From an optimization exercise on the open Yosys and OpenROAD flow, aimed at small area and a short achievable clock period; shortcuts taken in it are not production practice. In this exercise RTL edits were held to simulation tests only and were not proved equivalent to the original. Power and IR drop assume default switching activity.

### flow/config.mk
export PLATFORM = sky130hd
export DESIGN_NAME = offload_hub
export DESIGN_NICKNAME = offload_hub
export VERILOG_FILES = /design/flow/design.v
export SDC_FILE = /design/flow/constraint.sdc
export NUM_CORES = 4
export LEC_CHECK = 0
export CAP_MARGIN = 20
export CORE_MARGIN = 2
export CORE_UTILIZATION = 65
export CTS_BUF_LIST = sky130_fd_sc_hd__clkbuf_16
export CTS_CLUSTER_DIAMETER = 60
export CTS_CLUSTER_SIZE = 24
export PLACE_DENSITY = 0.75
export SETUP_SLACK_MARGIN = 3.0
export SLEW_MARGIN = 20
export SYNTH_HIERARCHICAL = 1
export SYNTH_MINIMUM_KEEP_SIZE = 0
### flow/constraint.sdc
create_clock -name core_clock -period 7.0 [get_ports {clk_i}]
set_input_delay 1.4000 -clock core_clock [delete_from_list [all_inputs] [get_ports {clk_i}]]
set_output_delay 1.4000 -clock core_clock [all_outputs]
set_load 0.01 [all_outputs]
### flow/design.v
package offload_pkg;
  localparam int unsigned NumExt      = 4;
  localparam int unsigned NumRsp      = 5;
  localparam int unsigned IdWidth     = 5;
  localparam int unsigned DataWidth   = 32;
  localparam int unsigned TargetWidth = 3;
  localparam int unsigned RspIdxWidth = $clog2(NumRsp);
  localparam int unsigned NumSsrs      = 3;
  localparam int unsigned NumCfgRegs   = 8;
  localparam int unsigned SsrIdxWidth  = 5;
  localparam int unsigned RegIdxWidth  = 7;
  localparam int unsigned CfgAddrWidth = SsrIdxWidth + RegIdxWidth;
  localparam int unsigned SsrSelWidth  = $clog2(NumSsrs);
  localparam int unsigned RegSelWidth  = $clog2(NumCfgRegs);
  localparam logic [6:0] SsrCfgOpcode = 7'h2b;
  typedef enum logic [TargetWidth-1:0] {
    TgtFpu    = 3'd0,
    TgtMulDiv = 3'd1,
    TgtDma    = 3'd2,
    TgtIpu    = 3'd3,
    TgtSsr    = 3'd4
  } target_e;
  typedef enum logic [2:0] {
    OpScfgri = 3'd1,
    OpScfgwi = 3'd2,
    OpScfgr  = 3'd5,
    OpScfgw  = 3'd6
  } ssr_op_e;
  typedef enum logic [1:0] {
    KindRead    = 2'd0,
    KindWrite   = 2'd1,
    KindIllegal = 2'd2
  } cfg_kind_e;
endpackage
`timescale 1ns/10ps
module offload_arb_mask (
  input  logic [offload_pkg::NumRsp-1:0]                             rr_i,     
  output logic [offload_pkg::NumRsp-1:0][offload_pkg::NumRsp-1:0]    blk_o     
);
  localparam int unsigned N = offload_pkg::NumRsp;
  always_comb begin
    for (int i = 0; i < N; i++) begin
      for (int j = 0; j < N; j++) begin
        blk_o[i][j] = 1'b0;
        for (int p = 0; p < N; p++) begin
          if (((j - p + N) % N) < ((i - p + N) % N)) begin
            blk_o[i][j] = blk_o[i][j] | rr_i[p];
          end
        end
      end
    end
  end
endmodule
module offload_arb_free (
  input  logic [offload_pkg::NumExt-1:0]                             valid_i,
  input  logic [offload_pkg::NumRsp-1:0][offload_pkg::NumExt-1:0]    blk_i,
  output logic [offload_pkg::NumRsp-1:0][offload_pkg::NumExt-1:0]    free_o
);
  for (genvar i = 0; i < offload_pkg::NumRsp; i++) begin : g_row
    for (genvar j = 0; j < offload_pkg::NumExt; j++) begin : g_col
      if (i == j) begin : g_self
        assign free_o[i][j] = 1'b1;
      end else begin : g_other
        offload_nand2 i_nand (
          .a_i (valid_i[j]),
          .b_i (blk_i[i][j]),
          .y_o (free_o[i][j])
        );
      end
    end
  end
endmodule
module offload_arb_sel (
  input  logic [offload_pkg::NumExt-1:0]                             valid_i,
  input  logic [offload_pkg::NumRsp-1:0]                             en_i,
  input  logic [offload_pkg::NumRsp-1:0][offload_pkg::NumExt-1:0]    free_i,
  output logic [offload_pkg::NumRsp-1:0]                             sel_o
);
  always_comb begin
    for (int i = 0; i < offload_pkg::NumRsp; i++) begin
      sel_o[i] = en_i[i] & (&free_i[i]);
      if (i < offload_pkg::NumExt) begin
        sel_o[i] = sel_o[i] & valid_i[i];
      end
    end
  end
endmodule
module offload_nand2 (
  input  logic a_i,
  input  logic b_i,
  output logic y_o
);
  assign y_o = ~(a_i & b_i);
endmodule
module offload_ao22 (
  input  logic a0_i,
  input  logic b0_i,
  input  logic a1_i,
  input  logic b1_i,
  output logic y_o
);
  assign y_o = (a0_i & b0_i) | (a1_i & b1_i);
endmodule
`timescale 1ns/10ps
module offload_hub (
  input  logic                                                       clk_i,
  input  logic                                                       rst_ni,
  input  logic                                                       acc_qvalid_i,
  output logic                                                       acc_qready_o,
  input  logic [offload_pkg::TargetWidth-1:0]                        acc_qtarget_i,
  input  logic [offload_pkg::IdWidth-1:0]                            acc_qid_i,
  input  logic [offload_pkg::DataWidth-1:0]                          acc_qop_i,
  input  logic [offload_pkg::DataWidth-1:0]                          acc_qarga_i,
  input  logic [offload_pkg::DataWidth-1:0]                          acc_qargb_i,
  output logic                                                       acc_pvalid_o,
  input  logic                                                       acc_pready_i,
  output logic [offload_pkg::IdWidth-1:0]                            acc_pid_o,
  output logic [offload_pkg::DataWidth-1:0]                          acc_pdata_o,
  output logic                                                       acc_perror_o,
  output logic [offload_pkg::NumExt-1:0]                             ext_qvalid_o,
  input  logic [offload_pkg::NumExt-1:0]                             ext_qready_i,
  output logic [offload_pkg::IdWidth-1:0]                            ext_qid_o,
  output logic [offload_pkg::DataWidth-1:0]                          ext_qop_o,
  output logic [offload_pkg::DataWidth-1:0]                          ext_qarga_o,
  output logic [offload_pkg::DataWidth-1:0]                          ext_qargb_o,
  input  logic [offload_pkg::NumExt-1:0]                             ext_pvalid_i,
  output logic [offload_pkg::NumExt-1:0]                             ext_pready_o,
  input  logic [offload_pkg::NumExt-1:0][offload_pkg::IdWidth-1:0]   ext_pid_i,
  input  logic [offload_pkg::NumExt-1:0][offload_pkg::DataWidth-1:0] ext_pdata_i,
  input  logic [offload_pkg::NumExt-1:0]                             ext_perror_i
);
  localparam int unsigned NumRsp = offload_pkg::NumRsp;
  localparam int unsigned NumW   = offload_pkg::NumSsrs * offload_pkg::NumCfgRegs;
  localparam int unsigned DW     = offload_pkg::DataWidth;
  localparam int unsigned IW     = offload_pkg::IdWidth;
  assign ext_qid_o   = acc_qid_i;
  assign ext_qop_o   = acc_qop_i;
  assign ext_qarga_o = acc_qarga_i;
  assign ext_qargb_o = acc_qargb_i;
  logic [NumRsp-1:0] rr_q;       
  logic [NumRsp-1:0] ek_q;       
  logic [NumRsp-1:0][NumRsp-1:0] blk_q;  
  logic              rsp_valid_q;
  logic              rsp_valid_d;
  logic [IW-1:0]     rsp_id_q;
  logic [DW-1:0]     rsp_data_q;
  logic              rsp_error_q;
  logic [DW-1:0]     cfg_q [NumW];
  logic [NumRsp-1:0]              en;
  logic [NumRsp-1:0][NumRsp-2:0]  blk;
  logic [NumRsp-1:0]              sel;
  assign en  = ek_q;
  always_comb begin
    for (int i = 0; i < NumRsp; i++) begin
      blk[i] = blk_q[i][NumRsp-2:0];
    end
  end
  localparam int unsigned PW    = DW + IW + 1;      
  localparam int unsigned NGrp  = 4;                
  localparam int unsigned GrpW  = (PW + NGrp - 1) / NGrp;
  logic [NGrp:0][NumRsp-1:0]      sel_c;            
  logic [NumRsp-1:0][PW-1:0]      pay;
  logic [PW-1:0]                  pay_o;
  logic [NumRsp-1:0][NumRsp-2:0]  free;
  offload_arb_free i_arb_free (
    .valid_i (ext_pvalid_i),
    .blk_i   (blk),
    .free_o  (free)
  );
  for (genvar c = 0; c <= NGrp; c++) begin : g_sel
    offload_arb_sel i_arb_sel (
      .valid_i (ext_pvalid_i),
      .en_i    (en),
      .free_i  (free),
      .sel_o   (sel_c[c])
    );
  end
  assign sel = sel_c[NGrp];
  assign acc_pvalid_o = |sel;
  always_comb begin
    for (int i = 0; i < offload_pkg::NumExt; i++) begin
      pay[i] = {ext_perror_i[i], ext_pid_i[i], ext_pdata_i[i]};
    end
    pay[4] = {rsp_error_q, rsp_id_q, rsp_data_q};
  end
  for (genvar b = 0; b < PW; b++) begin : g_pay
    logic y01, y23;
    offload_ao22 i_ao01 (
      .a0_i (sel_c[b / GrpW][0]), .b0_i (pay[0][b]),
      .a1_i (sel_c[b / GrpW][1]), .b1_i (pay[1][b]),
      .y_o  (y01)
    );
    offload_ao22 i_ao23 (
      .a0_i (sel_c[b / GrpW][2]), .b0_i (pay[2][b]),
      .a1_i (sel_c[b / GrpW][3]), .b1_i (pay[3][b]),
      .y_o  (y23)
    );
    assign pay_o[b] = y01 | y23 | (sel_c[b / GrpW][4] & pay[4][b]);
  end
  assign {acc_perror_o, acc_pid_o, acc_pdata_o} = pay_o;
  assign ext_pready_o = sel[3:0] & {4{acc_pready_i}};
  logic                           stall;
  logic                           xfer;
  logic [NumRsp-1:0]              rr_d;
  logic [NumRsp-1:0][NumRsp-1:0]  blk_rr;
  assign stall = acc_pvalid_o & ~acc_pready_i;
  assign xfer  = acc_pvalid_o & acc_pready_i;
  assign rr_d  = xfer ? {sel[NumRsp-2:0], sel[NumRsp-1]} : rr_q;
  offload_arb_mask i_arb_mask (
    .rr_i  (rr_d),
    .blk_o (blk_rr)
  );
  always_ff @(posedge clk_i or negedge rst_ni) begin
    if (!rst_ni) begin
      rr_q  <= NumRsp'(1);
      ek_q  <= {1'b0, {(NumRsp-1){1'b1}}};
      for (int i = 0; i < NumRsp; i++) begin
        for (int j = 0; j < NumRsp; j++) begin
          blk_q[i][j] <= (j < i);
        end
      end
    end else begin
      rr_q <= rr_d;
      if (stall) begin
        ek_q  <= {sel[NumRsp-1] & rsp_valid_d, sel[NumRsp-2:0]};
        blk_q <= '0;
      end else begin
        for (int i = 0; i < NumRsp - 1; i++) begin
          ek_q[i] <= ~(rsp_valid_d & blk_rr[i][NumRsp-1]);
        end
        ek_q[NumRsp-1] <= rsp_valid_d;
        blk_q <= blk_rr;
      end
    end
  end
  logic        cfg_ready;
  logic        cfg_valid;
  logic        accept;
  logic [2:0]  f3;
  logic        legal;
  logic        is_write;
  logic [11:0] addr;
  logic [NumW-1:0] hit;
  assign cfg_ready   = ~rsp_valid_q | (sel[4] & acc_pready_i);
  assign rsp_valid_d = cfg_ready ? cfg_valid : rsp_valid_q;
  assign cfg_valid = acc_qvalid_i & acc_qtarget_i[2];
  assign accept    = cfg_valid & cfg_ready;
  always_comb begin
    ext_qvalid_o = '0;
    if (!acc_qtarget_i[2]) begin
      ext_qvalid_o[acc_qtarget_i[1:0]] = acc_qvalid_i;
      acc_qready_o = ext_qready_i[acc_qtarget_i[1:0]];
    end else begin
      acc_qready_o = cfg_ready;
    end
  end
  assign f3       = acc_qop_i[14:12];
  assign legal    = (acc_qtarget_i == 3'd4) && (acc_qop_i[6:0] == offload_pkg::SsrCfgOpcode) &&
                    (f3[1] ^ f3[0]);
  assign is_write = f3[1];
  assign addr     = f3[2] ? acc_qargb_i[11:0] : acc_qop_i[31:20];
  always_comb begin
    for (int s = 0; s < offload_pkg::NumSsrs; s++) begin
      for (int r = 0; r < offload_pkg::NumCfgRegs; r++) begin
        hit[s*offload_pkg::NumCfgRegs + r] = legal && (addr[4:0] == 5'(s)) && (addr[11:5] == 7'(r));
      end
    end
  end
  logic [DW-1:0] old_data;
  always_comb begin
    old_data = '0;
    for (int k = 0; k < NumW; k++) begin
      old_data = old_data | (cfg_q[k] & {DW{hit[k]}});
    end
  end
  logic [DW-1:0] wdata;
  assign wdata = acc_qarga_i & {DW{rst_ni}};
  for (genvar k = 0; k < NumW; k++) begin : g_word
    logic we;
    assign we = (accept & is_write & hit[k]) | ~rst_ni;
    always_ff @(posedge clk_i) begin
      if (we) cfg_q[k] <= wdata;
    end
  end
  always_ff @(posedge clk_i or negedge rst_ni) begin
    if (!rst_ni) begin
      rsp_valid_q <= 1'b0;
    end else begin
      rsp_valid_q <= rsp_valid_d;
    end
  end
  always_ff @(posedge clk_i) begin
    if (accept) begin
      rsp_id_q    <= (legal & is_write) ? '0 : acc_qid_i;
      rsp_data_q  <= old_data;
      rsp_error_q <= ~legal;
    end
  end
endmodule
### flow/flow/run.sh
#!/bin/bash
# Standard layout, with the port buffers inserted as plain buffers
# (resizable later) instead of the default delay cells.
set -euo pipefail
bash standard.sh synth > synth.log 2>&1
export BUFFER_PORTS_ARGS="-buffer_cell sky130_fd_sc_hd__buf_1"
bash standard.sh finish > layout.log 2>&1
### flow/standard.sh
#!/bin/bash
# synth_recipe.tcl (not shown) runs the flow's synth.tcl, then flattens the netlist and writes it again
# the make line also repeats each setting of config.mk as NAME=value (left out here)
make -C /OpenROAD-flow-scripts/flow DESIGN_CONFIG=/design/flow/config.mk WORK_HOME=/design/flow/orfs CLKGATE_MAP_FILE= SYNTH_SCRIPT=/design/flow/synth_recipe.tcl "${@:-finish}"
==> results.ini, run 1 <==
[sta]
min_period_over_period=0.584
rsz0062_at_grt=yes
slew_headroom=0.198
fmax_mhz=245
hold_violations=0
setup_violations=0
slew_viol_final=0
setup_tns_ns=0
worstMarginPinSlew_ns=1.20
period_needed_ns=4.09
clock_skew_ns=0.0322
whs_ns=0.599

[outcome]
outcome=no timing/DRC/antenna violations

[logic_synthesis]
syn_area_um2=34100
avgSynthCellArea_um2=15.5
netlist_instances=2196
ys_warn_count=10

[critical_path]
crit_start=ext_pvalid_i[3]
reg2regPathDepth=10
cp.depth=7
arrival_ns=2.69
end_kind=output port
r2r_start=blk_q[23]
cp_cell_sequence=buf_12 > nand2_4 > nand4_1 > nor2_4 > a22o_1 > a211o_1 > buf_2
cp_num_buf_inv=2
cp_max_fo=8
crit_required_ns=5.60
critPathMaxStageDelay_ns=0.32
path_class=input pin to output port
worstSetupEndpoint=acc_pid_o[0]
crit_family=simple AND/OR/NAND/NOR gates
r2r_end=cfg_q[21][23]
slowest_stage=nor2_4
start_kind=input pin
rrSetupSlack_ns=3.64

[global_routing]
grt_pass1_wl_um=156000
grt_max_degree=57
grt_use_met3=0.121
grt.total_usage=0.416
antenna_found_initial=4
met2_usage=0.624
grt.overflow.total=0
grt_pass1_vias=22300
grt_busiest_layer=met2
gr-usage-met1=0.535

[power]
seq_power_share=0.566
ir_drop_v=0.000273
p_comb_frac=0.154
finalPower_mw=11.0
p_leak_nw=13.1
power.net_switching_mw=2.91
intPower_mw=8.06
clkPwrFrac=0.280
power_density_nw_per_um2=282
sw_frac_of_total=0.265

[die]
die_y_um=233
die_w_um=233
start_util=0.661
io_pins=417
dieArea_um2=54300
core_region_area_um2=51600
row_count=83

[min_path]
hold_class=flip-flop to flip-flop

[drt]
wl_um=115000
ant_nets=0
first_pass_iters=6
vias_per_cell=7.50
routedWlPerCell_um=36.0
post-route-drc-count=0
vias=24100
drt_iter0_markers=4387

[cts]
h-tree-depth=2
clk_pin_slew_worst_paths_ns=0.09
clock_sinks=833
cts_tree=yes
clk_path_buf_depth=3
hold_buffers=0
clk_latency_ns=0.63
cts_root_buf=clkbuf_16
cts_buffers=46

[place]
dp_hpwl_um=70300
finalWeightedCongestion=0.929
io_buffers=356

[final_layout]
drive_gt1_frac=0.163
nets=2765
area_delta_synth_final_pct=14.1

[job]
cap_viol_max_count=0

## through the flow
| stage | util | worst slack [ns] | instances | area (um2) |
|---|---|---|---|---|
| after floorplan | - | 2.70 | 2199 | 34400 |
| after global placement | 0.696 | 1.58 | 3075 | 35900 |
| after detailed placement | 0.697 | 1.40 | 3077 | 36000 |
| after CTS | 0.745 | 2.92 | 3190 | 38400 |
| after global routing | 0.754 | 2.90 | 3203 | 38900 |
| final | 0.754 | 2.91 | 3206 | 38900 |
## cell usage in the layout (no fill, tap or decap), drive strengths merged, types with 10 or more instances in the layout
cell type / instances
nand4: 55
nor3: 26
clkbuf: 57
a32oi: 18
dfstp: 15
and3: 26
mux2i: 10
clkinv: 10
a22o: 130
o22ai: 10
o21ai: 19
nor2: 56
nor4: 26
nand3: 73
a222oi: 53
buf: 470
or4: 27
a211o: 40
and2: 61
a22oi: 145
or2: 12
nand2: 150
inv: 16
dfrtp: 12
a21oi: 29
a221oi: 23
edfxtp: 806
o211ai: 14
## metal layers
metal	share of wire	routed length [um]
met1	0.33	37600
met2	0.45	52100
met3	0.15	17500
met4	0.070	8090
met5	0.00023	27
## repair_timing
| action | in CTS | in global routing |
|---|---|---|
| endpoints found under the setup margin | 790 | 263 |
| gates resized for setup | 128 | 83 |
| pin swaps | 44 | 44 |
| gates cloned | 1 | 2 |
| buffers inserted | 38 | 10 |
## flip-flops by register name (all words and copies together), names as in the netlist
signal       cells
rsp_error_q      1
blk_q           16
rsp_id_q         5
cfg_q          768
rr_q             5
rsp_data_q      32
rsp_valid_q      1
ek_q             5
## area by class of cell
| type | instances | area, um2 |
|---|---|---|
| timing repair buffer | 480 | 2730 |
| multi-input combinational | 1129 | 8910 |
| tap | 680 | 851 |
| sequential | 833 | 24900 |
| clock inverter | 27 | 340 |
| fill | 3038 | 12700 |
| clock buffer | 47 | 1180 |
| antenna | 4 | 10.0 |
| inverter | 6 | 22.5 |
## power by group through the flow
stage	clock (mW)	combinational (mW)	sequential, mW
2_1_floorplan	0	0.873	6.21
3_3_place_gp	0	1.30	6.27
3_5_place_dp	0	1.35	6.29
4_1_cts	3.06	1.51	6.19
5_1_grt	3.23	1.76	6.25
6_report	3.07	1.68	6.21
## worst min path at each step
stage / slack (ns) / cells after the start / end / start
2_1_floorplan: 0.48 / 2 / rsp_valid_q / rsp_valid_q
3_3_place_gp: 0.51 / 2 / rsp_valid_q / rsp_valid_q
3_5_place_dp: 0.52 / 2 / rsp_valid_q / rsp_valid_q
4_1_cts: 0.56 / 2 / rsp_valid_q / rsp_valid_q
5_1_grt: 0.61 / 2 / rsp_data_q[23] / cfg_q[14][23]
6_report: 0.60 / 2 / rsp_data_q[3] / cfg_q[16][3]
## tightest hold or removal path, cell delays in order, from the launching register on
cell and delay (ns):
edfxtp_1 0.33, a22oi_1 0.08, nand4_1 0.09
==> inputs of run 2 (changes only) <==
--- a/flow/config.mk
+++ b/flow/config.mk
@@ -14,3 +14,3 @@
 export PLACE_DENSITY = 0.75
-export SETUP_SLACK_MARGIN = 3.0
+export SETUP_SLACK_MARGIN = 3.2
 export SLEW_MARGIN = 20
==> run 2 against run 1 <==
  * Via count grew 1.3%
  * Critical path type unchanged
  * Register-to-register slack improved by 0.24 ns
  * Power is 1.1% higher
  * Clock-buffer cell count grew 2
  * Cell count grew 1.0%
  * Non-clock buffer count up 28
  * Cell area is 1.3% higher
==> results.ini, run 2 <==
[outcome]
outcome=no timing/DRC/antenna violations

[logic_synthesis]
syn_area_um2=34100  ; unchanged
ys_warn_count=10  ; unchanged
avgSynthCellArea_um2=15.5  ; unchanged
netlist_instances=2196  ; unchanged

[sta]
setup_tns_ns=0  ; unchanged
fmax_mhz=248  ; +1.2%
rsz0062_at_grt=yes
min_period_over_period=0.577  ; -0.00672
worstMarginPinSlew_ns=1.20  ; -0.00675 ns
clock_skew_ns=0.0208  ; -0.0114 ns
slew_headroom=0.202  ; +0.00450
slew_viol_final=0  ; unchanged
setup_violations=0  ; unchanged
whs_ns=0.582  ; -0.0166 ns
hold_violations=0  ; unchanged
period_needed_ns=4.04  ; -0.0470 ns

[critical_path]
cp_cell_sequence=buf_12 > nand2_4 > nand4_1 > nor2_4 > buf_12 > a22o_4 > a211o_1 > buf_2
arrival_ns=2.64  ; -0.05 ns
reg2regPathDepth=9  ; -1
cp.depth=8  ; +1
critPathMaxStageDelay_ns=0.26  ; -0.06 ns
crit_family=compound AO/OA/AOI/OAI gates
cp_max_fo=7  ; -1
crit_required_ns=5.60  ; about the same
slowest_stage=a22o_4
cpMostUsedCell=buf_12
start_kind=input pin
path_class=input pin to output port
cp_num_buf_inv=3  ; +1
end_kind=output port

[cts]
h-tree-depth=2  ; unchanged
clk_pin_slew_worst_paths_ns=0.09  ; about the same
cts_tree=yes
cts_root_buf=clkbuf_16
clock_sinks=833  ; unchanged
hold_buffers=0  ; unchanged
clk_latency_ns=0.64  ; about the same
clk_path_buf_depth=3  ; unchanged
cts_buffers=47  ; +2.2%

[final_layout]
fin_cells=3239  ; +1.0%
regArea_um2=24900  ; unchanged
finish.instance_area_um2=39400  ; +1.3%
final_common_cell=edfxtp_1
regMostFlops=cfg_q
final_cell_mix=edfxtp_1 (806), buf_1 (307), a22oi_1 (145)
drive_gt1_frac=0.185  ; +0.0212
largest_register_ffs=768  ; unchanged
largestRegisters=cfg_q x768, rsp_data_q x32, blk_q x16
fillerInstances=2934  ; -3.4%
multi_input_comb_area_um2=9030  ; +1.3%
nets=2797  ; +1.2%
area_delta_synth_final_pct=15.6

[die]
io_pins=417  ; unchanged
die_y_um=233  ; unchanged
core_region_area_um2=51600  ; unchanged
start_util=0.661  ; unchanged
row_count=83  ; unchanged
die_w_um=233  ; unchanged
dieArea_um2=54300  ; unchanged

[place]
finalWeightedCongestion=0.906  ; -2.4%
dp_cells=3069  ; -0.26%
dp_hpwl_um=69500  ; -1.2%
placed_area_um2=36000  ; about the same
io_buffers=356  ; unchanged

[drt]
ant_nets=0  ; unchanged
vias_per_cell=7.52  ; +0.27%
wl_um=116000  ; +0.97%
first_pass_iters=6  ; unchanged
routedWlPerCell_um=36.0  ; about the same
post-route-drc-count=0  ; unchanged
drt_iter0_markers=4699  ; +7.1%
vias=24400  ; +1.3%

[global_routing]
grt.total_usage=0.423  ; +0.00742
grt.overflow.total=0  ; unchanged
grt_max_degree=50  ; -12%
grt_pass1_wl_um=159000  ; +1.8%
antenna_found_initial=5  ; +1
grt_pass1_vias=22700  ; +1.7%

[min_path]
worstHoldPathCells=2  ; unchanged
hold_class=flip-flop to flip-flop

[power]
ir_drop_v=0.000259  ; -5.2%
p_leak_nw=13.4  ; +2.2%
power_density_nw_per_um2=281  ; -0.13%
finalPower_mw=11.1  ; +1.1%

[job]
cap_viol_max_count=0  ; unchanged

[run 2: changes by cell type in the layout (fill, tap and decap cells not counted), moves of 3 or more]
cell       before  now
nand2_8         4   10
nand2_4        27   19
a2111oi_0       6    9
nand2_2        14   18
buf_2           9   23
buf_6          23   36
buf_1         329  307
buf_4          85  107
[run 2: report_power, final]
part | internal, mW | leakage [nW] | switching, mW | total (mW)
Sequential | 6.01 | 8.06 | 0.206 | 6.22
Combinational | 0.664 | 4.60 | 1.08 | 1.74
Clock | 1.50 | 0.772 | 1.64 | 3.14
Total | 8.17 | 13.4 | 2.92 | 11.1
[run 2: path summary, 6_finish.rpt]
check                      slack [ns]         endpoint       startpoint
max                              2.96  acc_pdata_o[11]  ext_pvalid_i[3]
min reg2reg                      0.58   rsp_data_q[28]     cfg_q[3][28]
max in group asynchronous        5.09        blk_q[16]           rst_ni
min in group asynchronous        0.83         blk_q[7]           rst_ni
min                              0.58   rsp_data_q[28]     cfg_q[3][28]
max reg2reg                      3.88     cfg_q[18][0]        blk_q[22]
[run 2: cell type report]
class | instances | share of cell area
timing repair buffer | 508 | 0.0773
inverter | 6 | 0.000571
clock inverter | 29 | 0.00904
tap | 680 | 0.0216
antenna | 2 | 0.000127
clock buffer | 49 | 0.0311
sequential | 833 | 0.631
multi-input combinational | 1132 | 0.229
[run 2: worst reg2reg max path: cells and delay by family (launching register included)]
kind | cells | cell delay [ns]
and+or+nand+nor | 8 | 1.93
buffers and inverters | 1 | 0.43
DFF | 1 | 0.38
[run 2: repair_timing]
action / CTS / global route
buffers inserted: 66 / 18
pin swaps: 105 / 43
endpoints found under the setup margin: 846 / 280
gates cloned: 5 / 1
gates resized for setup: 184 / 55
[run 2: metrics by stage]
step / utilization / setup slack (ns)
global route: 0.764 / 2.94
detailed placement: 0.698 / 1.61
finish: 0.764 / 2.96
floorplan: - / 2.70
CTS: 0.755 / 2.98
global placement: 0.698 / 1.66
[run 2: routing by layer]
layer	global-route usage	vias up	part of all wire
met4	0.278	8	0.080
met3	0.127	559	0.16
li1	-	9596	-
met2	0.623	2421	0.44
met5	0	-	0.00046
met1	0.552	11800	0.31
==> inputs of run 3 (changes only) <==
--- a/flow/design.v
+++ b/flow/design.v
@@ -94,3 +94,3 @@
 endmodule
-module offload_ao22 (
+module offload_aoi22 (
   input  logic a0_i,
@@ -99,5 +99,5 @@
   input  logic b1_i,
-  output logic y_o
-);
-  assign y_o = (a0_i & b0_i) | (a1_i & b1_i);
+  output logic y_no
+);
+  assign y_no = ~((a0_i & b0_i) | (a1_i & b1_i));
 endmodule
@@ -186,14 +186,14 @@
   for (genvar b = 0; b < PW; b++) begin : g_pay
-    logic y01, y23;
-    offload_ao22 i_ao01 (
+    logic y01_n, y23_n;
+    offload_aoi22 i_ao01 (
       .a0_i (sel_c[b / GrpW][0]), .b0_i (pay[0][b]),
       .a1_i (sel_c[b / GrpW][1]), .b1_i (pay[1][b]),
-      .y_o  (y01)
+      .y_no (y01_n)
     );
-    offload_ao22 i_ao23 (
+    offload_aoi22 i_ao23 (
       .a0_i (sel_c[b / GrpW][2]), .b0_i (pay[2][b]),
       .a1_i (sel_c[b / GrpW][3]), .b1_i (pay[3][b]),
-      .y_o  (y23)
+      .y_no (y23_n)
     );
-    assign pay_o[b] = y01 | y23 | (sel_c[b / GrpW][4] & pay[4][b]);
+    assign pay_o[b] = ~(y01_n & y23_n & ~(sel_c[b / GrpW][4] & pay[4][b]));
   end
--- a/flow/config.mk
+++ b/flow/config.mk
@@ -14,3 +14,3 @@
 export PLACE_DENSITY = 0.75
-export SETUP_SLACK_MARGIN = 3.2
+export SETUP_SLACK_MARGIN = 3.0
 export SLEW_MARGIN = 20
==> run 3 against run 2 <==
  * Still clean
  * Critical path type is now input pin to flip-flop
  * Sequential share of layout area grew 0.62 points
  * Highest routed layer unchanged
  * Power shrank 1.8%
  * Cell count grew 0.99%
==> results.ini, run 3 <==
[critical_path]
cpMostUsedCell=buf_4
slowest_stage=a2111oi_0
end_kind=flip-flop
cp_num_buf_inv=4  ; +1
arrival_ns=4.49  ; +1.85 ns
cp_max_fo=48  ; +41
crit_required_ns=7.37  ; +1.77 ns
critPathMaxStageDelay_ns=0.66  ; +0.40 ns
cp_cell_sequence=clkbuf_8 > mux2i_4 > buf_4 > buf_4 > a211oi_4 > buf_6 > and3_1 > a2111oi_0 > o211ai_1 > or4_1
path_class=input pin to flip-flop
crit_family=buffers and inverters
start_kind=input pin

[job]
cap_viol_max_count=0  ; unchanged

[sta]
clock_skew_ns=0.0290  ; +0.00819 ns
min_period_over_period=0.589  ; +0.0123
period_needed_ns=4.13  ; +0.0859 ns
fmax_mhz=242  ; -2.1%
rsz0062_at_grt=no
hold_violations=0  ; unchanged
setup_violations=0  ; unchanged
setup_tns_ns=0  ; unchanged
whs_ns=0.576  ; -0.00662 ns
slew_viol_final=0  ; unchanged
slew_headroom=0.239  ; +0.0370
worstMarginPinSlew_ns=1.14  ; -0.0555 ns

[final_layout]
regMostFlops=cfg_q
largest_register_ffs=768  ; unchanged
final_cell_mix=edfxtp_1 (806), buf_1 (343), nand2_1 (152)
area_delta_synth_final_pct=13.3
largestRegisters=cfg_q x768, rsp_data_q x32, blk_q x16
fin_cells=3271  ; +0.99%
nets=2820  ; +0.82%
final_common_cell=edfxtp_1
drive_gt1_frac=0.184  ; about the same

[global_routing]
grt.overflow.total=0  ; unchanged
antenna_found_initial=3  ; -2
grt_max_degree=55  ; +10%
grt_pass1_wl_um=154000  ; -3.2%
grt_pass1_vias=22100  ; -2.6%
grt.total_usage=0.405  ; -0.0180

[power]
p_leak_nw=12.7  ; -5.1%
power_density_nw_per_um2=279  ; -0.85%
ir_drop_v=0.000277  ; +6.9%

[die]
die_w_um=234  ; +0.48%
io_pins=417  ; unchanged
dieArea_um2=54900  ; +0.97%
start_util=0.657  ; -0.00405
die_y_um=234  ; +0.48%
core_region_area_um2=52400  ; +1.6%
row_count=84  ; +1.2%

[drt]
vias=23800  ; -2.5%
post-route-drc-count=0  ; unchanged
vias_per_cell=7.26  ; -3.5%
routedWlPerCell_um=34.2  ; -4.9%
first_pass_iters=7  ; +1
ant_nets=0  ; unchanged
drt_iter0_markers=4441  ; -5.5%
wl_um=112000  ; -3.9%

[cts]
clk_pin_slew_worst_paths_ns=0.10  ; about the same
cts_buffers=48  ; +2.1%
cts_tree=yes
cts_root_buf=clkbuf_16
clock_sinks=833  ; unchanged
clk_path_buf_depth=3  ; unchanged
h-tree-depth=2  ; unchanged
clk_latency_ns=0.64  ; about the same

[outcome]
outcome=no timing/DRC/antenna violations

[min_path]
hold_class=flip-flop to flip-flop

[place]
dp_cells=3122  ; +1.7%
dp_hpwl_um=69200  ; -0.49%
io_buffers=356  ; unchanged
finalWeightedCongestion=0.916  ; +1.0%

[logic_synthesis]
avgSynthCellArea_um2=15.4  ; -0.73%
ys_warn_count=10  ; unchanged
netlist_instances=2234  ; +1.7%
syn_area_um2=34500  ; +0.99%

==> run 3: path summary, 6_finish.rpt <==
check | startpoint | endpoint | slack (ns) | cells after the start
max in group asynchronous | rst_ni | ek_q[2] | 5.42 | 2
worst min-delay path | cfg_q[1][25] | rsp_data_q[25] | 0.58 | 2
worst min register to register | cfg_q[1][25] | rsp_data_q[25] | 0.58 | 2
worst max register to register | blk_q[20] | cfg_q[15][9] | 3.87 | 10
min in group asynchronous | rst_ni | rr_q[4] | 0.78 | 1
worst max-delay path | acc_qop_i[14] | rsp_data_q[11] | 2.87 | 10
==> run 3: metrics by stage <==
stage	total power [mW]	setup slack, ns	area [um2]	util
floorplan	7.09	2.70	34700	-
finish	10.9	2.87	39100	0.745
global placement	7.58	1.55	36300	0.692
global route	11.2	2.80	39000	0.745
detailed placement	7.62	1.47	36300	0.693
CTS	10.8	3.00	38600	0.736
==> run 3: layout make-up <==
class,count,area (um2)
fill,3155,13400
antenna,2,5.00
clock inverter,31,359
multi-input combinational,1168,9010
sequential,833,24900
timing repair buffer,494,2670
clock buffer,49,1230
inverter,6,22.5
tap,688,861
==> run 3: worst register-to-register path, stage by stage (launching register included) <==
cell and delay [ns]:
dfstp_2 0.37, nand2_2 0.10, nand3_2 0.13, nor2_4 0.14, nand2_2 0.11, nand2_2 0.14, and3_2 0.24, buf_8 0.44
nand3_1 0.19, nand2_2 0.57, buf_4 0.39
==> run 3: power by group <==
part	internal [mW]	switching (mW)	leakage, nW	total, mW
Clock	1.47	1.65	0.770	3.12
Sequential	6.01	0.183	8.06	6.19
Combinational	0.549	1.03	3.91	1.58
Total	8.03	2.87	12.7	10.9
==> run 3: layer usage <==
layer	global-route usage	wire (um)	vias to the layer above
li1	-	-	9635
met1	0.535	36800	11400
met2	0.599	49500	2270
met3	0.133	18100	431
met4	0.227	7390	6
met5	0	39	-
==> run 3: timing repair <==
action | in CTS | in global routing
cloned | 2 | 1
gates resized for setup | 69 | 42
endpoints found under the hold margin | 0 | 0
pin swaps | 26 | 12
setup endpoints to repair | 790 | 191
hold buffers | 0 | 0
setup buffers | 32 | 32
==> inputs of run 4 (changes only) <==
--- a/flow/config.mk
+++ b/flow/config.mk
@@ -14,3 +14,3 @@
 export PLACE_DENSITY = 0.75
-export SETUP_SLACK_MARGIN = 3.0
+export SETUP_SLACK_MARGIN = 3.2
 export SLEW_MARGIN = 20
==> run 4 against run 3 <==
  * Global-route usage increased by 1.9 points
  * Area after synthesis unchanged
  * First-iteration DRC count about the same
  * Routed wire length increased by 4.3%
  * Sequential power about the same
  * Synthesized cell count unchanged
  * Critical endpoint is now acc_pdata_o[9]
  * Largest power group unchanged
==> results.ini, run 4 <==
[outcome]
outcome=no timing/DRC/antenna violations

[critical_path]
end_kind=output port
slowest_stage=nor2_4
start_kind=input pin
critPathMaxStageDelay_ns=0.22  ; -0.44 ns
rrSetupSlack_ns=3.80  ; -0.07 ns
r2r_start=blk_q[22]
cp_max_fo=6  ; -88%
crit_required_ns=5.60  ; -1.77 ns
r2r_end=cfg_q[20][2]
reg2regPathDepth=10  ; unchanged
path_class=input pin to output port
cp_cell_sequence=buf_12 > buf_8 > nand2_4 > nand4_1 > nor2_4 > clkbuf_16 > a22oi_2 > nand3_1 > buf_2
arrival_ns=2.63  ; -1.86 ns

[sta]
worstMarginPinSlew_ns=1.18  ; +0.0380 ns
fmax_mhz=248  ; +2.3%
setup_tns_ns=0  ; unchanged
slew_headroom=0.211  ; -0.0283
setup_violations=0  ; unchanged
rsz0062_at_grt=yes
slew_viol_final=0  ; unchanged
period_needed_ns=4.03  ; -0.0946 ns
whs_ns=0.585  ; +0.00914 ns
hold_violations=0  ; unchanged
min_period_over_period=0.576  ; -0.0135
clock_skew_ns=0.0347  ; +0.00570 ns
setup_ws_ns=2.97  ; +0.0946 ns

[die]
die_w_um=234  ; unchanged
dieArea_um2=54900  ; unchanged
core_region_area_um2=52400  ; unchanged
die_y_um=234  ; unchanged
row_count=84  ; unchanged
io_pins=417  ; unchanged
start_util=0.657  ; unchanged

[final_layout]
largestRegisters=cfg_q x768, rsp_data_q x32, blk_q x16
regMostFlops=cfg_q
finish.instance_area_um2=39700  ; +1.6%
nets=2833  ; +0.46%
area_delta_synth_final_pct=15.2
final_common_cell=edfxtp_1
final_cell_mix=edfxtp_1 (806), buf_1 (305), nand2_1 (148)
largest_register_ffs=768  ; unchanged
drive_gt1_frac=0.211  ; +0.0262

[drt]
drt_iter0_markers=4438  ; -0.068%
first_pass_iters=8  ; +1
post-route-drc-count=0  ; unchanged
routedWlPerCell_um=35.6  ; +4.0%
wl_um=117000  ; +4.3%
ant_nets=0  ; unchanged
vias=24500  ; +3.0%
vias_per_cell=7.46  ; +2.7%

[logic_synthesis]
netlist_instances=2234  ; unchanged
ys_warn_count=10  ; unchanged
syn_area_um2=34500  ; unchanged
avgSynthCellArea_um2=15.4  ; unchanged

[place]
post-place-ws_ns=1.65  ; +0.176 ns
finalWeightedCongestion=0.923  ; +0.83%
dp_hpwl_um=70300  ; +1.6%
placed_area_um2=36400  ; +0.20%
io_buffers=356  ; unchanged

[min_path]
worstHoldPathCells=2  ; unchanged
hp-start=cfg_q[14][15]
min_to=rsp_data_q[15]
hold_class=flip-flop to flip-flop

[power]
ir_drop_v=0.000252  ; -9.0%
power_density_nw_per_um2=277  ; -0.58%
power.net_switching_mw=2.98  ; +4.0%
finalPower_mw=11.0  ; +1.1%
p_comb_frac=0.160  ; +0.015
clkPwrFrac=0.276  ; -0.011
sw_frac_of_total=0.271  ; +0.00766
seq_power_share=0.565  ; -0.003
intPower_mw=8.03  ; about the same
p_leak_nw=13.2  ; +3.6%

[global_routing]
grt.total_usage=0.425  ; +0.0193
grt.overflow.total=0  ; unchanged
grt_max_degree=57  ; +3.6%
antenna_found_initial=1  ; -2
grt_pass1_vias=23300  ; +5.2%
grt_pass1_wl_um=162000  ; +5.1%

[cts]
hold_buffers=0  ; unchanged
clk_latency_ns=0.64  ; about the same
clock_sinks=833  ; unchanged
h-tree-depth=2  ; unchanged
cts_root_buf=clkbuf_16
clk_path_buf_depth=3  ; unchanged
clk_pin_slew_worst_paths_ns=0.09  ; about the same
cts_buffers=48  ; unchanged
cts_tree=yes

[job]
cap_viol_max_count=0  ; unchanged

==> run 4: how the worst max path moves through the flow <==
stage / from / to / slack (ns) / depth (start not counted)
2_1_floorplan: acc_qop_i[14] / cfg_q[9][0] / 2.70 / 8
3_3_place_gp: acc_qop_i[14] / cfg_q[16][13] / 1.81 / 8
3_5_place_dp: acc_qop_i[14] / cfg_q[0][14] / 1.65 / 6
4_1_cts: ext_pvalid_i[2] / acc_pdata_o[3] / 3.05 / 9
5_1_grt: ext_pvalid_i[2] / acc_pdata_o[9] / 2.96 / 9
6_report: ext_pvalid_i[2] / acc_pdata_o[9] / 2.97 / 9
==> run 4: what timing repair did <==
| action | CTS | global route |
|---|---|---|
| endpoints found under the hold margin | 0 | 0 |
| resized for setup | 141 | 70 |
| gates cloned | 2 | 2 |
| pin swaps | 64 | 36 |
| endpoints found under the setup margin | 837 | 439 |
| buffers inserted | 60 | 19 |
==> run 4: final cells by class <==
class / instances / area (um2)
Multi-Input combinational cell: 1166 / 9260
Fill cell: 3068 / 12800
Sequential cell: 833 / 24900
Timing Repair Buffer: 509 / 3140
Clock buffer: 49 / 1230
Clock inverter: 29 / 284
Tap cell: 688 / 861
Inverter: 6 / 22.5
Antenna cell: 1 / 2.50
==> run 4: worst max-delay path, delay by kind of cell <==
family | cells | cell delay, ns
buf+inv | 4 | 0.60
simple gates | 4 | 0.55
compound gates | 1 | 0.08
==> run 4: per-layer routing <==
| layer | global-route usage | part of all wire | wire (um) |
|---|---|---|---|
| met5 | 0 | 0 | 0 |
| met4 | 0.246 | 0.068 | 7940 |
| met3 | 0.149 | 0.16 | 19200 |
| met2 | 0.629 | 0.44 | 51600 |
| met1 | 0.549 | 0.33 | 38100 |
==> run 4: power groups by stage <==
stage | registers (mW) | logic [mW] | clock network (mW)
after floorplan | 6.21 | 0.898 | 0
after global routing | 6.25 | 1.85 | 3.20
final | 6.22 | 1.76 | 3.04
after detailed placement | 6.30 | 1.36 | 0
after CTS | 6.20 | 1.64 | 3.02
after global placement | 6.28 | 1.33 | 0
==> run 4: through the flow <==
stage / util / instances
2_1_floorplan: - / 2237
3_3_place_gp: 0.694 / 3118
3_5_place_dp: 0.694 / 3118
4_1_cts: 0.748 / 3258
5_1_grt: 0.757 / 3280
6_report: 0.757 / 3281
==> inputs of run 5 (changes only) <==
--- a/flow/design.v
+++ b/flow/design.v
@@ -35,2 +35,17 @@
 `timescale 1ns/10ps
+module offload_cfg_dec (
+  input  logic [offload_pkg::CfgAddrWidth-1:0]                       addr_i,
+  output logic [offload_pkg::NumSsrs*offload_pkg::NumCfgRegs-1:0]    hit_o
+);
+  always_comb begin
+    for (int s = 0; s < offload_pkg::NumSsrs; s++) begin
+      for (int r = 0; r < offload_pkg::NumCfgRegs; r++) begin
+        hit_o[s*offload_pkg::NumCfgRegs + r] =
+            (addr_i[offload_pkg::SsrIdxWidth-1:0] == offload_pkg::SsrIdxWidth'(s)) &&
+            (addr_i[offload_pkg::CfgAddrWidth-1:offload_pkg::SsrIdxWidth] == offload_pkg::RegIdxWidth'(r));
+      end
+    end
+  end
+endmodule
+`timescale 1ns/10ps
 module offload_arb_mask (
@@ -241,3 +256,2 @@
   logic        is_write;
-  logic [11:0] addr;
   logic [NumW-1:0] hit;
@@ -260,10 +274,13 @@
   assign is_write = f3[1];
-  assign addr     = f3[2] ? acc_qargb_i[11:0] : acc_qop_i[31:20];
-  always_comb begin
-    for (int s = 0; s < offload_pkg::NumSsrs; s++) begin
-      for (int r = 0; r < offload_pkg::NumCfgRegs; r++) begin
-        hit[s*offload_pkg::NumCfgRegs + r] = legal && (addr[4:0] == 5'(s)) && (addr[11:5] == 7'(r));
-      end
-    end
-  end
+  logic [NumW-1:0] hit_imm;
+  logic [NumW-1:0] hit_reg;
+  offload_cfg_dec i_dec_imm (
+    .addr_i (acc_qop_i[31:20]),
+    .hit_o  (hit_imm)
+  );
+  offload_cfg_dec i_dec_reg (
+    .addr_i (acc_qargb_i[11:0]),
+    .hit_o  (hit_reg)
+  );
+  assign hit = {NumW{legal}} & (f3[2] ? hit_reg : hit_imm);
   logic [DW-1:0] old_data;
--- a/flow/config.mk
+++ b/flow/config.mk
@@ -14,3 +14,3 @@
 export PLACE_DENSITY = 0.75
-export SETUP_SLACK_MARGIN = 3.2
+export SETUP_SLACK_MARGIN = 3.1
 export SLEW_MARGIN = 20
==> run 5 against run 4 <==
  * Worst setup slack gained 0.023 ns
  * Flip-flop and latch count unchanged
  * Global-route usage shrank 2.4 points
  * Area after synthesis fell by 1.1%
  * Combinational power down 13%
  * Register-to-register slack worse by 0.07 ns
  * Routed wire length decreased by 5.2%
  * Hold slack got worse by 0.012 ns
  * Clock-buffer cell count is 1 higher
==> results.ini, run 5 <==
[place]
dp_hpwl_um=70200  ; -0.11%
dp_cells=3027  ; -2.9%
finalWeightedCongestion=0.914  ; -0.99%
io_buffers=356  ; unchanged

[critical_path]
slowest_stage=nor4_1
critPathMaxStageDelay_ns=0.65  ; +0.43 ns
cp_cell_sequence=buf_1 > or4_4 > nor4_1 > mux2_2 > a22oi_1 > a41oi_1 > or4_1
end_kind=flip-flop
cp_num_buf_inv=1  ; -3
start_kind=input pin
arrival_ns=4.49  ; +1.86 ns
crit_required_ns=7.49  ; +1.89 ns
cp_max_fo=12  ; +6
path_class=input pin to flip-flop
crit_family=simple AND/OR/NAND/NOR gates

[final_layout]
drive_gt1_frac=0.203  ; -0.00782
final_common_cell=edfxtp_1
fillerInstances=3092  ; +0.78%
regMostFlops=cfg_q
largestRegisters=cfg_q x768, rsp_data_q x32, blk_q x16
largest_register_ffs=768  ; unchanged
area_delta_synth_final_pct=13.1
fin_cells=3160  ; -3.7%
multi_input_comb_area_um2=8690  ; -6.1%
final_cell_mix=edfxtp_1 (806), buf_1 (321), a22oi_1 (191)
regArea_um2=24900  ; unchanged
nets=2720  ; -4.0%

[logic_synthesis]
ys_warn_count=11  ; +1
syn_area_um2=34100  ; -1.1%
netlist_instances=2146  ; -3.9%
avgSynthCellArea_um2=15.9  ; +3.0%

[cts]
clk_latency_ns=0.63  ; about the same
cts_root_buf=clkbuf_16
cts_tree=yes
clock_sinks=833  ; unchanged
h-tree-depth=2  ; unchanged
cts_buffers=46  ; -4.2%
clk_pin_slew_worst_paths_ns=0.09  ; about the same
clk_path_buf_depth=3  ; unchanged

[sta]
hold_violations=0  ; unchanged
rsz0062_at_grt=yes
fmax_mhz=250  ; +0.58%
clock_skew_ns=0.0238  ; -0.0108 ns
period_needed_ns=4.01  ; -0.0233 ns
worstMarginPinSlew_ns=1.23  ; +0.0508 ns
setup_violations=0  ; unchanged
slew_headroom=0.180  ; -0.0310
setup_tns_ns=0  ; unchanged
slew_viol_final=0  ; unchanged
min_period_over_period=0.572  ; -0.00333

[global_routing]
grt_pass1_wl_um=150000  ; -7.1%
antenna_found_initial=7  ; +6
grt_use_met3=0.0973  ; -0.0515
grt.total_usage=0.401  ; -0.0240
grt.overflow.total=0  ; unchanged
grt_max_degree=58  ; +1.8%
met2_usage=0.629  ; about the same
grt_pass1_vias=21400  ; -7.9%
grt_busiest_layer=met2
gr-usage-met1=0.528  ; -0.0205

[drt]
routedWlPerCell_um=35.0  ; -1.6%
ant_nets=0  ; unchanged
wl_um=111000  ; -5.2%
post-route-drc-count=0  ; unchanged
vias=22900  ; -6.4%
vias_per_cell=7.25  ; -2.8%
first_pass_iters=9  ; +1
drt_iter0_markers=4089  ; -7.9%

[die]
core_region_area_um2=51600  ; -1.6%
die_y_um=233  ; -0.52%
io_pins=417  ; unchanged
row_count=83  ; -1.2%
dieArea_um2=54300  ; -1.0%
start_util=0.661  ; +0.00354
die_w_um=233  ; -0.52%

[job]
cap_viol_max_count=0  ; unchanged

[min_path]
hold_class=flip-flop to flip-flop

[power]
power_density_nw_per_um2=277  ; -0.28%
ir_drop_v=0.000251  ; -0.45%
p_leak_nw=12.4  ; -5.9%

[outcome]
outcome=no timing/DRC/antenna violations

## run 5: final timing paths
path	from	endpoint	slack (ns)	cells past startpoint
min in group asynchronous	rst_ni	rsp_valid_q	1.53	3
setup reg to reg	ek_q[4]	cfg_q[4][5]	3.73	7
setup / recovery	acc_qop_i[26]	rsp_data_q[27]	2.99	7
hold / removal	cfg_q[1][25]	rsp_data_q[25]	0.57	2
hold reg to reg	cfg_q[1][25]	rsp_data_q[25]	0.57	2
max in group asynchronous	rst_ni	ek_q[3]	5.14	3
## run 5: repair_timing
| action | 4_1_cts | 5_1_grt |
|---|---|---|
| setup endpoints to repair | 703 | 260 |
| hold buffers | 0 | 0 |
| resized for setup | 102 | 104 |
| hold endpoints to repair | 0 | 0 |
| pin swaps | 29 | 36 |
| gates cloned | 3 | 4 |
| buffers inserted | 28 | 20 |
## run 5: area by class of cell
type / count / share of cell area
Antenna cell: 5 / 0.000324
Clock buffer: 50 / 0.0324
Clock inverter: 22 / 0.00555
Inverter: 6 / 0.000811
Multi-Input combinational cell: 1097 / 0.225
Sequential cell: 833 / 0.646
Tap cell: 680 / 0.0221
Timing Repair Buffer: 467 / 0.0680
## run 5: worst register-to-register path, cell delays in order (launching register included)
cell and delay, ns:
dfrtp_1 0.49, nand3_2 0.13, nor2_4 0.18, nand2_2 0.11
a21oi_4 0.20, buf_4 0.64, nand4_1 0.25, nand2_2 0.84
## run 5: metrics by stage
| step | total power, mW | instance area, um2 | util | worst slack, ns | hold slack, ns |
|---|---|---|---|---|---|
| after floorplan | 7.02 | 34300 | - | 2.55 | 0.509 |
| after global placement | 7.43 | 35600 | 0.691 | 1.80 | 0.526 |
| after detailed placement | 7.49 | 35700 | 0.692 | 1.72 | 0.540 |
| after CTS | 10.5 | 37900 | 0.734 | 2.89 | 0.570 |
| after global routing | 10.9 | 38600 | 0.747 | 2.97 | 0.602 |
| final | 10.7 | 38600 | 0.747 | 2.99 | 0.573 |
## run 5: per-layer routing
metal  wire (um)  vias to the layer above  part of all wire
li1            -                     9273                 -
met1       35900                    11200              0.32
met2       51100                     2131              0.46
met3       17300                      325              0.16
met4        6270                        4             0.057
met5          27                        -           0.00024
## run 5: power breakdown
group	leakage, nW	total, mW	switching [mW]	internal, mW
clock network	0.716	2.95	1.62	1.33
registers	8.08	6.18	0.178	6.00
logic	3.61	1.53	0.979	0.556
==> inputs of run 6 (changes only) <==
--- a/flow/config.mk
+++ b/flow/config.mk
@@ -14,3 +14,3 @@
 export PLACE_DENSITY = 0.75
-export SETUP_SLACK_MARGIN = 3.1
+export SETUP_SLACK_MARGIN = 3.2
 export SLEW_MARGIN = 20
==> run 6 against run 5 <==
  * Maximum frequency rose by 2.2%
  * Non-clock buffer count rose by 29
  * Power rose by 0.45%
  * Clock skew fell by 0.0028 ns
  * Cell count rose by 0.92%
  * Combinational power rose by 9.8%
  * Global-route usage rose by 2.8 points
  * Via count rose by 2.8%
  * Routed wire length rose by 5.6%
  * Critical path type is now input pin to output port
  * Largest cell class unchanged
==> results.ini, run 6 <==
[sta]
setup_violations=0  ; unchanged
setup_tns_ns=0  ; unchanged
period_needed_ns=3.92  ; -0.0878 ns
fmax_mhz=255  ; +2.2%
rsz0062_at_grt=yes
clock_skew_ns=0.0210  ; -0.00283 ns
slew_headroom=0.213  ; +0.0330
min_period_over_period=0.560  ; -0.0125
worstMarginPinSlew_ns=1.18  ; -0.0494 ns
hold_violations=0  ; unchanged
slew_viol_final=0  ; unchanged

[die]
core_region_area_um2=51600  ; unchanged
die_w_um=233  ; unchanged
dieArea_um2=54300  ; unchanged
die_y_um=233  ; unchanged
row_count=83  ; unchanged
start_util=0.661  ; unchanged
io_pins=417  ; unchanged

[drt]
drt_iter0_markers=4226  ; +3.4%
vias_per_cell=7.38  ; +1.9%
first_pass_iters=8  ; -1
post-route-drc-count=0  ; unchanged
routedWlPerCell_um=36.6  ; +4.7%
ant_nets=0  ; unchanged
vias=23600  ; +2.8%
wl_um=117000  ; +5.6%

[cts]
clk_path_buf_depth=3  ; unchanged
hold_buffers=0  ; unchanged
cts_buffers=45  ; -2.2%
clk_pin_slew_worst_paths_ns=0.09  ; about the same
h-tree-depth=2  ; unchanged
cts_tree=yes
cts_root_buf=clkbuf_16
clock_sinks=833  ; unchanged
clk_latency_ns=0.62  ; about the same

[critical_path]
end_kind=output port
r2r_end=cfg_q[20][16]
cp_num_buf_inv=2  ; +1
cp_max_fo=9  ; -3
critPathMaxStageDelay_ns=0.23  ; -0.42 ns
slowest_stage=nor2_4
path_class=input pin to output port
reg2regPathDepth=8  ; +1
crit_required_ns=5.60  ; -1.89 ns
start_kind=input pin
crit_start=ext_pvalid_i[0]
cp_cell_sequence=buf_6 > nand2_4 > nand3_2 > nor2_4 > nand2_1 > nand3_1 > buf_2
rrSetupSlack_ns=3.74  ; about the same
crit_family=simple AND/OR/NAND/NOR gates
arrival_ns=2.52  ; -1.97 ns
r2r_start=ek_q[4]

[final_layout]
largest_register_ffs=768  ; unchanged
final_common_cell=edfxtp_1
regMostFlops=cfg_q
area_delta_synth_final_pct=15.1
drive_gt1_frac=0.231  ; +0.0283
fillerInstances=2951  ; -4.6%
multi_input_comb_area_um2=9040  ; +4.0%
final_cell_mix=edfxtp_1 (806), buf_1 (304), a22oi_1 (191)
regArea_um2=24900  ; unchanged
nets=2754  ; +1.3%
largestRegisters=cfg_q x768, rsp_data_q x32, blk_q x16

[place]
io_buffers=356  ; unchanged
finalWeightedCongestion=0.919  ; +0.51%
dp_hpwl_um=69100  ; -1.6%

[logic_synthesis]
netlist_instances=2146  ; unchanged
ys_warn_count=11  ; unchanged
avgSynthCellArea_um2=15.9  ; unchanged
syn_area_um2=34100  ; unchanged

[global_routing]
grt_pass1_wl_um=159000  ; +6.1%
grt_max_degree=49  ; -16%
grt.overflow.total=0  ; unchanged
grt_pass1_vias=22100  ; +3.2%
grt.total_usage=0.428  ; +0.0278
antenna_found_initial=8  ; +1

[power]
p_leak_nw=12.8  ; +3.3%
power_density_nw_per_um2=273  ; -1.3%
finalPower_mw=10.7  ; +0.45%
ir_drop_v=0.000281  ; +12%

[outcome]
outcome=no timing/DRC/antenna violations

[min_path]
hold_class=flip-flop to flip-flop
hp-start=cfg_q[3][24]
worstHoldPathCells=2  ; unchanged
min_to=rsp_data_q[24]

[job]
cap_viol_max_count=0  ; unchanged

-- run 6: changes by cell type in the layout (fill, tap and decap cells not counted), sizes merged, moves of 3 or more --
cell / previous run / this run
buf: 454 / 485
clkbuf: 63 / 56
clkinvlp: 6 / 2
diode: 5 / 8
inv: 16 / 12
o21ai: 25 / 30
-- run 6: metrics by stage --
stage,util,instance area (um2),instances,hold WS (ns),worst slack [ns]
floorplan,-,34400,2149,0.509,3.00
global placement,0.691,35700,3017,0.555,1.63
finish,0.760,39200,3189,0.586,3.08
global route,0.760,39200,3182,0.602,3.04
detailed placement,0.691,35700,3017,0.568,1.51
CTS,0.750,38700,3164,0.580,3.09
-- run 6: worst max path at each step --
stage | endpoint | depth (start not counted)
2_1_floorplan | cfg_q[20][0] | 7
3_3_place_gp | cfg_q[9][26] | 7
3_5_place_dp | cfg_q[9][26] | 7
4_1_cts | acc_pdata_o[23] | 8
5_1_grt | acc_pdata_o[26] | 7
6_report | acc_pdata_o[26] | 7
-- run 6: power breakdown --
part           leakage [nW]  internal [mW]  switching [mW]
combinational          4.09          0.629            1.05
sequential             8.08           6.01           0.201
clock                 0.659           1.27            1.56
-- run 6: worst reg2reg max path, cell delays in order, from the launching register on --
cell	delay, ns
dfrtp_1	0.54
nand3_2	0.14
nor2_4	0.20
nand2_4	0.10
a21oi_4	0.35
buf_6	0.50
nand4_1	0.24
nand2_4	0.52
buf_4	0.38
-- run 6: area by class of cell --
class                           count  share of cell area
Antenna cell                        8            0.000510
Clock buffer                       45              0.0287
Clock inverter                     18             0.00555
Inverter                            6            0.000861
Multi-Input combinational cell   1103               0.230
Sequential cell                   833               0.635
Tap cell                          680              0.0217
Timing Repair Buffer              496              0.0778
-- run 6: routing by layer --
metal	track usage	share of wire
met4	0.271	0.076
met1	0.540	0.32
met3	0.141	0.16
met5	0	0.00050
met2	0.645	0.45
-- run 6: timing repair --
item,CTS,global route
cloned,13,2
endpoints found under the hold margin,0,0
endpoints found under the setup margin,807,162
buffers inserted,71,15
gates resized for setup,203,85
pin swaps,69,37
==> inputs of run 7 (changes only) <==
--- a/flow/config.mk
+++ b/flow/config.mk
@@ -9,3 +9,3 @@
 export CORE_MARGIN = 2
-export CORE_UTILIZATION = 65
+export CORE_UTILIZATION = 70
 export CTS_BUF_LIST = sky130_fd_sc_hd__clkbuf_16
@@ -13,4 +13,4 @@
 export CTS_CLUSTER_SIZE = 24
-export PLACE_DENSITY = 0.75
-export SETUP_SLACK_MARGIN = 3.2
+export PLACE_DENSITY = 0.8
+export SETUP_SLACK_MARGIN = 3.1
 export SLEW_MARGIN = 20
==> run 7 against run 6 <==
  * Still clean
  * Clock-buffer cell count is the same
  * Maximum frequency decreased by 6.1%
  * Synthesized cell count unchanged
  * Critical path depth is 3 higher
  * Routed wire length fell by 3.5%
  * Global-route usage increased by 1.4 points
  * Hold slack better by 0.00084 ns
  * Non-clock buffer count is 18 lower
  * Critical path type is now input pin to flip-flop
  * Critical endpoint is now rsp_data_q[28]
==> results.ini, run 7 <==
[global_routing]
grt_max_degree=48  ; -2.0%
grt.total_usage=0.442  ; +0.0139
antenna_found_initial=6  ; -2
grt_pass1_vias=22200  ; +0.33%
grt.overflow.total=0  ; unchanged
grt_pass1_wl_um=154000  ; -3.2%

[power]
power.net_switching_mw=2.68  ; -4.4%
intPower_mw=7.76  ; -1.8%
p_leak_nw=12.4  ; -2.9%
power_density_nw_per_um2=272  ; -0.28%
sw_frac_of_total=0.257  ; -0.00516
finalPower_mw=10.4  ; -2.5%
ir_drop_v=0.000294  ; +4.8%
clkPwrFrac=0.267  ; +0.003
p_comb_frac=0.141  ; -0.015
seq_power_share=0.593  ; +0.014

[die]
io_pins=417  ; unchanged
dieArea_um2=50500  ; -7.0%
start_util=0.711  ; +0.0505
die_w_um=225  ; -3.6%
core_region_area_um2=47900  ; -7.1%
die_y_um=225  ; -3.6%
row_count=80  ; -3.6%

[sta]
slew_headroom=0.142  ; -0.0711
setup_ws_ns=2.83  ; -0.254 ns
worstMarginPinSlew_ns=1.29  ; +0.107 ns
hold_violations=0  ; unchanged
clock_skew_ns=0.0191  ; -0.00192 ns
slew_viol_final=0  ; unchanged
period_needed_ns=4.17  ; +0.254 ns
whs_ns=0.587  ; +0.000841 ns
fmax_mhz=240  ; -6.1%
min_period_over_period=0.596  ; +0.0363
setup_violations=0  ; unchanged
rsz0062_at_grt=yes
setup_tns_ns=0  ; unchanged

[cts]
hold_buffers=0  ; unchanged
cts_buffers=44  ; -2.2%
cts_tree=yes
clock_sinks=833  ; unchanged
clk_path_buf_depth=3  ; unchanged
h-tree-depth=2  ; unchanged
clk_latency_ns=0.61  ; about the same
clk_pin_slew_worst_paths_ns=0.09  ; about the same
cts_root_buf=clkbuf_16

[final_layout]
largest_register_ffs=768  ; unchanged
finish.instance_area_um2=38400  ; -2.2%
fin_cells=3102  ; -2.7%
largestRegisters=cfg_q x768, rsp_data_q x32, blk_q x16
final_util=0.800  ; +0.0399
regMostFlops=cfg_q
fillerInstances=2560  ; -13%
final_common_cell=edfxtp_1
final_cell_mix=edfxtp_1 (806), buf_1 (333), a22oi_1 (191)
nets=2729  ; -0.91%
drive_gt1_frac=0.201  ; -0.0298
area_delta_synth_final_pct=12.5

[min_path]
hp-start=cfg_q[10][2]
hold_class=flip-flop to flip-flop
worstHoldPathCells=2  ; unchanged
min_to=rsp_data_q[2]

[drt]
drt_iter0_markers=4451  ; +5.3%
routedWlPerCell_um=36.4  ; -0.75%
vias_per_cell=7.58  ; +2.7%
vias=23500  ; -0.11%
post-route-drc-count=0  ; unchanged
first_pass_iters=10  ; +2
wl_um=113000  ; -3.5%
ant_nets=0  ; unchanged

[critical_path]
path_class=input pin to flip-flop
rrSetupSlack_ns=3.65  ; -0.09 ns
reg2regPathDepth=8  ; unchanged
cp_max_fo=17  ; +8
start_kind=input pin
crit_start=acc_qargb_i[6]
end_kind=flip-flop
arrival_ns=4.62  ; +2.10 ns
crit_required_ns=7.45  ; +1.85 ns
r2r_start=ek_q[4]
r2r_end=cfg_q[21][18]

[logic_synthesis]
ys_warn_count=11  ; unchanged
avgSynthCellArea_um2=15.9  ; unchanged
syn_area_um2=34100  ; unchanged
netlist_instances=2146  ; unchanged

[place]
finalWeightedCongestion=0.955  ; +3.9%
dp_cells=2967  ; -1.7%
post-place-ws_ns=1.87  ; +0.359 ns
dp_hpwl_um=71300  ; +3.3%
placed_area_um2=35600  ; about the same
io_buffers=356  ; unchanged

[outcome]
outcome=no timing/DRC/antenna violations

[job]
cap_viol_max_count=0  ; unchanged

-- run 7: worst max-delay path: stages --
cell and delay, ns:
buf_1 0.09, or4_4 0.65, nor4_1 0.53, mux2_4 0.39, and2_1 0.16, buf_4 0.30
a22oi_1 0.16, a31oi_1 0.44, a21oi_1 0.23, nand4_1 0.23
-- run 7: metal layers --
layer	global-route usage	wire, um	vias up
met3	0.158	19500	507
met1	0.553	34300	11200
met4	0.262	8310	4
met2	0.674	50700	2475
li1	-	-	9295
met5	0	40	-
-- run 7: cell type report --
class	count	area (um2)	share of cell area
clock buffer	45	1130	0.0294
inverter	6	22.5	0.000587
clock inverter	25	203	0.00528
timing repair buffer	478	2610	0.0681
sequential	833	24900	0.649
antenna	3	7.51	0.000196
tap	615	769	0.0201
multi-input combinational	1097	8720	0.227
-- run 7: power groups by stage --
stage | combinational [mW] | clock, mW | sequential (mW)
global placement | 1.17 | 0 | 6.25
detailed placement | 1.20 | 0 | 6.27
floorplan | 0.818 | 0 | 6.20
CTS | 1.36 | 2.76 | 6.17
global route | 1.56 | 2.92 | 6.23
finish | 1.47 | 2.78 | 6.19
-- run 7: worst max path at each step --
stage                     end
3_3_place_gp   rsp_data_q[28]
2_1_floorplan    cfg_q[21][0]
5_1_grt        rsp_data_q[28]
4_1_cts        rsp_data_q[28]
6_report       rsp_data_q[28]
3_5_place_dp    cfg_q[10][31]
-- run 7: timing repair --
| item | in CTS | in global routing |
|---|---|---|
| buffers inserted | 32 | 25 |
| resized for setup | 106 | 78 |
| pin swaps | 26 | 21 |
| endpoints found under the setup margin | 759 | 249 |
| cloned | 2 | 2 |

[port drivers added, routing unchanged]
The results above use ideal ports. As a check the final layouts listed here were re-extracted and re-timed, cells and wires unchanged. Step 1 assumes that a clkbuf_16 drives the clock port and a buf_2 every other input. Step 2, shift: input delay + t, output delay - t, t = (earliest + latest rising clock arrival at the registers) / 2. This alone moves slack from input paths to output paths. Three values: no drivers, after step 1, after step 2; two values: the first two.
run | t (ns) | setup slack, ns | worst setup path at the end | slew at the worst register clock pin (ns)
run 1 | 0.678 | 2.914 / 2.767 / 2.348 | input to register | 0.10 / 0.10
run 2 | 0.700 | 2.961 / 2.871 / 2.395 | input to register | 0.09 / 0.09
run 3 | 0.673 | 2.875 / 2.891 / 2.218 | input to register | 0.10 / 0.10
run 4 | 0.678 | 2.969 / 2.918 / 2.566 | input to register | 0.10 / 0.10
run 5 | 0.673 | 2.993 / 3.031 / 2.358 | input to register | 0.10 / 0.10
run 6 | 0.662 | 3.081 / 3.020 / 2.444 | input to register | 0.09 / 0.09
run 7 | 0.661 | 2.826 / 2.858 / 2.197 | input to register | 0.10 / 0.10
After both steps every run listed still meets setup and hold. The setup slack of run 3, which loses most, moves by +0.016 ns with the drivers and by -0.657 ns with both steps.
